Context: an optimization exercise on an open-source flow, tuned for small area. The choices shown serve that exercise and are no tape-out recipe. Only simulation tests tie the RTL to the original design; equivalence was not proved. Power and IR drop assume default switching activity.

==> flow/design.v (excerpt) <==
module regfile_sb #(
  parameter int unsigned XLEN     = 32,
  parameter int unsigned NREG     = 32,
  parameter int unsigned SP_IDX   = 2,
  parameter logic [31:0] SP_RESET = 32'h7FFFEFFC,
  parameter bit          BYPASS   = 1'b1,
  localparam int unsigned AW      = $clog2(NREG),
  localparam int unsigned CW      = AW + 1
) (
  input  logic            clk,
  input  logic            rst,
  input  logic [AW-1:0]   A1,
  input  logic [AW-1:0]   A2,
  output logic [XLEN-1:0] RD1,
  output logic [XLEN-1:0] RD2,
  input  logic            WE,
  input  logic [AW-1:0]   A3,
  input  logic [XLEN-1:0] WD3,
  input  logic            ISS_V,
  input  logic [AW-1:0]   ISS_RD,
  output logic            BUSY1,
  output logic            BUSY2,
  output logic            HAZARD,
  output logic [CW-1:0]   PEND_CNT
);
==> flow/config.mk <==
export PLATFORM = sky130hd
export DESIGN_NAME = regfile_sb
export DESIGN_NICKNAME = regfile_sb
export VERILOG_FILES = /design/flow/design.v
export SDC_FILE = /design/flow/constraint.sdc
export NUM_CORES = 4
export LEC_CHECK = 0
export CAP_MARGIN = 20
export CORE_MARGIN = 2
export CORE_UTILIZATION = 40
export SLEW_MARGIN = 20
export SYNTH_HIERARCHICAL = 1
export SYNTH_MINIMUM_KEEP_SIZE = 0
==> flow/constraint.sdc <==
create_clock -name core_clock -period 10.0 [get_ports {clk}]
set_input_delay 2.0000 -clock core_clock [delete_from_list [all_inputs] [get_ports {clk}]]
set_output_delay 2.0000 -clock core_clock [all_outputs]
set_load 0.01 [all_outputs]
standard.sh (not shown) runs the stock make flow with config.mk's settings and CLKGATE_MAP_FILE= SYNTH_SCRIPT=/design/flow/synth_recipe.tcl, a recipe that flattens the netlist after the stock synthesis.
==> flow/flow/run.sh <==
#!/bin/bash
# Own layout flow: the standard ORFS flow (standard.sh) with a few extra
# ORFS settings from flow/extra.mk (port buffer cell, clock tree options).
# Each tool's output goes to the ORFS logs under orfs/logs; make's own output
# goes to flow_make.log in the work folder.
set -euo pipefail
W=$PWD
cp config.mk own_config.mk
cat flow/extra.mk >> own_config.mk
sed "s#DESIGN_CONFIG=[^ ]*#DESIGN_CONFIG=$W/own_config.mk#" standard.sh > own_standard.sh
grep -q "DESIGN_CONFIG=$W/own_config.mk" own_standard.sh
bash own_standard.sh > flow_make.log 2>&1
==> flow/flow/extra.mk <==
export BUFFER_PORTS_ARGS = -buffer_cell sky130_fd_sc_hd__buf_1
export CTS_ARGS = -sink_clustering_enable -repair_clock_nets -dont_use_dummy_load -buf_list {sky130_fd_sc_hd__clkbuf_4} -root_buf sky130_fd_sc_hd__clkbuf_16 -sink_clustering_size 9 -sink_clustering_max_diameter 50
Then changed:
==> flow/flow/extra.mk (replaced) <==
export BUFFER_PORTS_ARGS = -buffer_cell sky130_fd_sc_hd__buf_1
export CTS_ARGS = -sink_clustering_enable -repair_clock_nets -dont_use_dummy_load -buf_list {sky130_fd_sc_hd__clkbuf_4} -root_buf sky130_fd_sc_hd__clkbuf_16 -sink_clustering_size 10 -sink_clustering_max_diameter 50
Effect:
- via count is about the same
- area after synthesis stays the same
- synthesized cell count does not change
- setup slack barely changes
- sequential power is about the same
- design area is about the same
- wire length is about the same
- combinational power barely changes
Then changed:
--- a/flow/flow/extra.mk
+++ b/flow/flow/extra.mk
@@ -2,0 +3 @@
+export RECOVER_POWER = 100
Outcome: With this change the flow finished but failed the layout checks on capacitance limit, slew limit; sequential cell count does not change; global-route usage does not change; count of clock-buffer cells in the layout stays the same; power hardly moves; worst setup slack gets worse by 840 ps; register-to-register slack gets worse by 80 ps; hold slack is about the same.
Then changed:
--- a/flow/flow/extra.mk
+++ b/flow/flow/extra.mk
@@ -3 +2,0 @@
-export RECOVER_POWER = 100
Settings changed: CORE_UTILIZATION 40 to 55.
After rerunning:
- With this change the flow completed without violations
- non-clock buffer count came out lower by 11
- clock skew came out higher by 4.7 ps
- total power barely changes
- die area came out lower by 27%
- final area goes down by 0.79%
- global-route usage rises by 16 points
- combinational power grows by about 2%
- worst setup slack gains 500 ps


The RTL this note starts from:
==> flow/design.v <==
module regfile_sb #(
  parameter int unsigned XLEN     = 32,
  parameter int unsigned NREG     = 32,
  parameter int unsigned SP_IDX   = 2,
  parameter logic [31:0] SP_RESET = 32'h7FFFEFFC,
  parameter bit          BYPASS   = 1'b1,
  localparam int unsigned AW      = $clog2(NREG),
  localparam int unsigned CW      = AW + 1
) (
  input  logic            clk,
  input  logic            rst,
  input  logic [AW-1:0]   A1,
  input  logic [AW-1:0]   A2,
  output logic [XLEN-1:0] RD1,
  output logic [XLEN-1:0] RD2,
  input  logic            WE,
  input  logic [AW-1:0]   A3,
  input  logic [XLEN-1:0] WD3,
  input  logic            ISS_V,
  input  logic [AW-1:0]   ISS_RD,
  output logic            BUSY1,
  output logic            BUSY2,
  output logic            HAZARD,
  output logic [CW-1:0]   PEND_CNT
);
  localparam logic [XLEN-1:0] SP_RST = XLEN'(SP_RESET);
  logic [XLEN-1:0] mem [NREG];
  logic [NREG-1:0] wsel;      
  logic [NREG-1:0] vld_q;     
  logic [NREG-1:0] busy_q;    
  logic            run;       
  logic [NREG-1:0] vld_w;     
  logic [NREG-1:0] busy_w;    
  logic [NREG-1:0] set_sel;   
  logic [NREG-1:0] keep;      
  logic            bw1, bw2, bwi, b3;
  logic [CW-1:0]   pend_nxt;
  logic            wr_v;
  logic            set_v;
  logic            set_new;
  logic            clr_real;
  logic            fwd1;
  logic            fwd2;
  assign wr_v  = WE && (A3 != '0);
  assign set_v = ISS_V && (ISS_RD != '0);
  always_comb begin
    for (int unsigned i = 0; i < NREG; i++) begin
      wsel[i]    = wr_v && (A3 == AW'(i));
      set_sel[i] = set_v && (ISS_RD == AW'(i));
    end
  end
  assign vld_w  = vld_q & keep;
  assign busy_w = busy_q & keep;
  always_ff @(posedge clk or negedge rst) begin
    if (!rst) begin
      run <= 1'b0;
    end else begin
      run <= 1'b1;
    end
  end
  assign keep[0] = 1'b0;
  for (genvar i = 1; i < NREG; i++) begin : g_keep
    rf_keep u_keep (.run(run), .w(wsel[i]), .k(keep[i]));
  end
  assign mem[0]    = '0;
  assign vld_q[0]  = 1'b0;
  assign busy_q[0] = 1'b0;
  for (genvar i = 1; i < NREG; i++) begin : g_reg
    logic [XLEN-1:0] mem_d;
    for (genvar b = 0; b < XLEN; b++) begin : g_bit
      rf_hold u_hold (.q(mem[i][b]), .w(WD3[b]), .e(wsel[i]), .k(keep[i]), .d(mem_d[b]));
    end
    always_ff @(posedge clk) begin
      mem[i] <= mem_d;
    end
    always_ff @(posedge clk) begin
      vld_q[i]  <= vld_w[i] || wsel[i];
      busy_q[i] <= busy_w[i] || set_sel[i];
    end
  end
  always_comb begin
    bw1      = busy_w[A1];
    bw2      = busy_w[A2];
    bwi      = busy_w[ISS_RD];
    b3       = run && busy_q[A3];
    set_new  = set_v && !bwi;
    clr_real = wr_v && b3;
    pend_nxt = PEND_CNT + CW'(set_new) - CW'(clr_real);
  end
  always_ff @(posedge clk or negedge rst) begin
    if (!rst) begin
      PEND_CNT <= '0;
    end else begin
      PEND_CNT <= pend_nxt;
    end
  end
  always_comb begin
    fwd1 = BYPASS && wr_v && (A3 == A1);
    fwd2 = BYPASS && wr_v && (A3 == A2);
  end
  logic [NREG-1:0] rs1, rs2;
  logic            sp1, sp2, sp_w;
  always_comb begin
    sp_w  = !(vld_q[SP_IDX] && run) && !wsel[SP_IDX];
    for (int unsigned i = 0; i < NREG; i++) begin
      rs1[i] = (A1 == AW'(i)) && vld_w[i];
      rs2[i] = (A2 == AW'(i)) && vld_w[i];
    end
    sp1 = (A1 == AW'(SP_IDX)) && sp_w;
    sp2 = (A2 == AW'(SP_IDX)) && sp_w;
  end
  for (genvar b = 0; b < XLEN; b++) begin : g_rd
    logic [NREG-1:0] col;
    for (genvar i = 1; i < NREG; i++) begin : g_col
      assign col[i] = mem[i][b];
    end
    assign col[0] = WD3[b];
    if (SP_RST[b]) begin : g_sp
      rf_orsel #(.N(NREG), .HAS_C(1)) u_rd1 (.d(col), .s({rs1[NREG-1:1], fwd1}), .c(sp1), .y(RD1[b]));
      rf_orsel #(.N(NREG), .HAS_C(1)) u_rd2 (.d(col), .s({rs2[NREG-1:1], fwd2}), .c(sp2), .y(RD2[b]));
    end else begin : g_nsp
      rf_orsel #(.N(NREG), .HAS_C(0)) u_rd1 (.d(col), .s({rs1[NREG-1:1], fwd1}), .c(1'b0), .y(RD1[b]));
      rf_orsel #(.N(NREG), .HAS_C(0)) u_rd2 (.d(col), .s({rs2[NREG-1:1], fwd2}), .c(1'b0), .y(RD2[b]));
    end
  end
  always_comb begin
    BUSY1  = bw1;
    BUSY2  = bw2;
    HAZARD = bw1 || bw2 || (ISS_V && bwi);
  end
endmodule
module rf_orsel #(
  parameter int unsigned N = 32,
  parameter bit          HAS_C = 1'b0,
  localparam int unsigned NG = (N + 2) / 3,
  localparam int unsigned NH = (NG + 3) / 4
) (
  input  logic [N-1:0] d,
  input  logic [N-1:0] s,
  input  logic         c,
  output logic         y
);
  logic [NG-1:0] g;
  logic [NH-1:0] h;
  localparam int unsigned NF = N / 3;            
  localparam bit bool_tail = (N % 3 == 2);
  for (genvar k = 0; k < NF; k++) begin : g_aoi
    rf_aoi222 u (.a(d[3*k +: 3]), .b(s[3*k +: 3]), .y(g[k]));
  end
  for (genvar k = 0; k < NH; k++) begin : g_nand
    if (4*k + 4 <= NF) begin : g4
      rf_nand4 u (.a(g[4*k +: 4]), .y(h[k]));
    end else if (4*k + 3 == NF && !bool_tail) begin : g3
      rf_nand3 u (.a(g[4*k +: 3]), .y(h[k]));
    end else if (4*k + 2 == NF && bool_tail) begin : g2t
      rf_tail u (.g(g[4*k +: 2]), .a(d[N-2 +: 2]), .b(s[N-2 +: 2]), .y(h[k]));
    end
  end
  assign y = (|h) | (HAS_C && c);
endmodule
module rf_aoi222 (
  input  logic [2:0] a,
  input  logic [2:0] b,
  output logic       y
);
  assign y = !((a[0] && b[0]) || (a[1] && b[1]) || (a[2] && b[2]));
endmodule
module rf_keep (
  input  logic run,
  input  logic w,
  output logic k
);
  assign k = run && !w;
endmodule
module rf_hold (
  input  logic q,
  input  logic w,
  input  logic e,
  input  logic k,
  output logic d
);
  assign d = (q && k) || (w && e);
endmodule
module rf_tail (
  input  logic [1:0] g,
  input  logic [1:0] a,
  input  logic [1:0] b,
  output logic       y
);
  assign y = !(g[0] && g[1] && !((a[0] && b[0]) || (a[1] && b[1])));
endmodule
module rf_nand4 (
  input  logic [3:0] a,
  output logic       y
);
  assign y = !(&a);
endmodule
module rf_nand3 (
  input  logic [2:0] a,
  output logic       y
);
  assign y = !(&a);
endmodule
clock: 10.0 ns
lec_check: 0
cap_margin: 20
core_margin: 2
core_utilization: 40
slew_margin: 20
synth_hierarchical: 1
synth_minimum_keep_size: 0
==> flow/flow/run.sh <==
#!/bin/bash
# Own layout flow: the standard ORFS flow (standard.sh) with a few extra
# ORFS settings from flow/extra.mk (clock tree options, no ORFS port
# buffering) and two hooks around global placement:
#   flow/pre_gpl.tcl  buffers every port itself (buf_2 on inputs, buf_1 on
#                     outputs);
#   flow/post_gpl.tcl takes back upsizing that timing-driven placement did
#                     (all gates back to their smallest size), and sizes its
#                     buf_4 buffers down to buf_2; repair_design runs next and
#                     fixes any slew or capacitance this causes.
# Each tool's output goes to the ORFS logs under orfs/logs; make's own output
# goes to flow_make.log in the work folder.
set -euo pipefail
W=$PWD
cp config.mk own_config.mk
cat flow/extra.mk >> own_config.mk
echo "export PRE_GLOBAL_PLACE_TCL = $W/flow/pre_gpl.tcl" >> own_config.mk
echo "export POST_GLOBAL_PLACE_TCL = $W/flow/post_gpl.tcl" >> own_config.mk
sed "s#DESIGN_CONFIG=[^ ]*#DESIGN_CONFIG=$W/own_config.mk#" standard.sh > own_standard.sh
grep -q "DESIGN_CONFIG=$W/own_config.mk" own_standard.sh
bash own_standard.sh > flow_make.log 2>&1
Other scripts of this flow, unchanged in this note and not shown: flow/flow/extra.mk, flow/flow/post_gpl.tcl, flow/flow/pre_gpl.tcl
Next try:
Settings changed: PLACE_DENSITY set to 0.75.
Outcome:
- power fell by 0.87%
- count of clock-buffer cells in the layout shrinks by 6
- via count increases by 2.9%
- critical path depth rose by 1
- design area barely changes
- die area stays the same
- register-to-register slack improved by 0.03 ns

-- re-timing with driven ports --
The flow's constraints put no driver on any port. The routed layouts listed below were extracted and timed again, unchanged, in two steps.
Step 1 assumes that a clkbuf_16 drives the clock port and a buf_2 every other input.
Step 2, shift: input delay + t, output delay - t, t = (earliest + latest rising clock arrival at the registers) / 2. This alone moves slack from input paths to output paths.
Three values: ideal, step 1, step 2; two values: the first two.
run | t (ns) | setup WS [ns] | worst setup path after step 2 | latest minus earliest clock arrival (ns) | slew at the worst register clock pin (ns)
the first run of note 1 | 0.780 | 1.726 / 1.704 / 1.704 | input to output | 0.123 / 0.123 | 0.11 / 0.11
the second run of note 1 | 0.788 | 1.725 / 1.703 / 1.703 | input to output | 0.124 / 0.123 | 0.12 / 0.12
the third run of note 1 | 0.796 | 0.883 / 0.861 / 0.861 | input to output | 0.109 / 0.108 | 0.12 / 0.12
the fourth run of note 1 | 0.791 | 1.379 / 1.350 / 1.350 | input to output | 0.095 / 0.095 | 0.12 / 0.12
the first run of note 2 | 0.793 | 0.935 / 0.911 / 0.911 | input to output | 0.156 / 0.155 | 0.11 / 0.11
the second run of note 2 | 0.783 | 1.053 / 1.031 / 1.031 | input to output | 0.149 / 0.149 | 0.12 / 0.12
The setup slack of the fourth run of note 1, which loses most, moves by -0.029 ns with the drivers and by -0.029 ns with both steps.
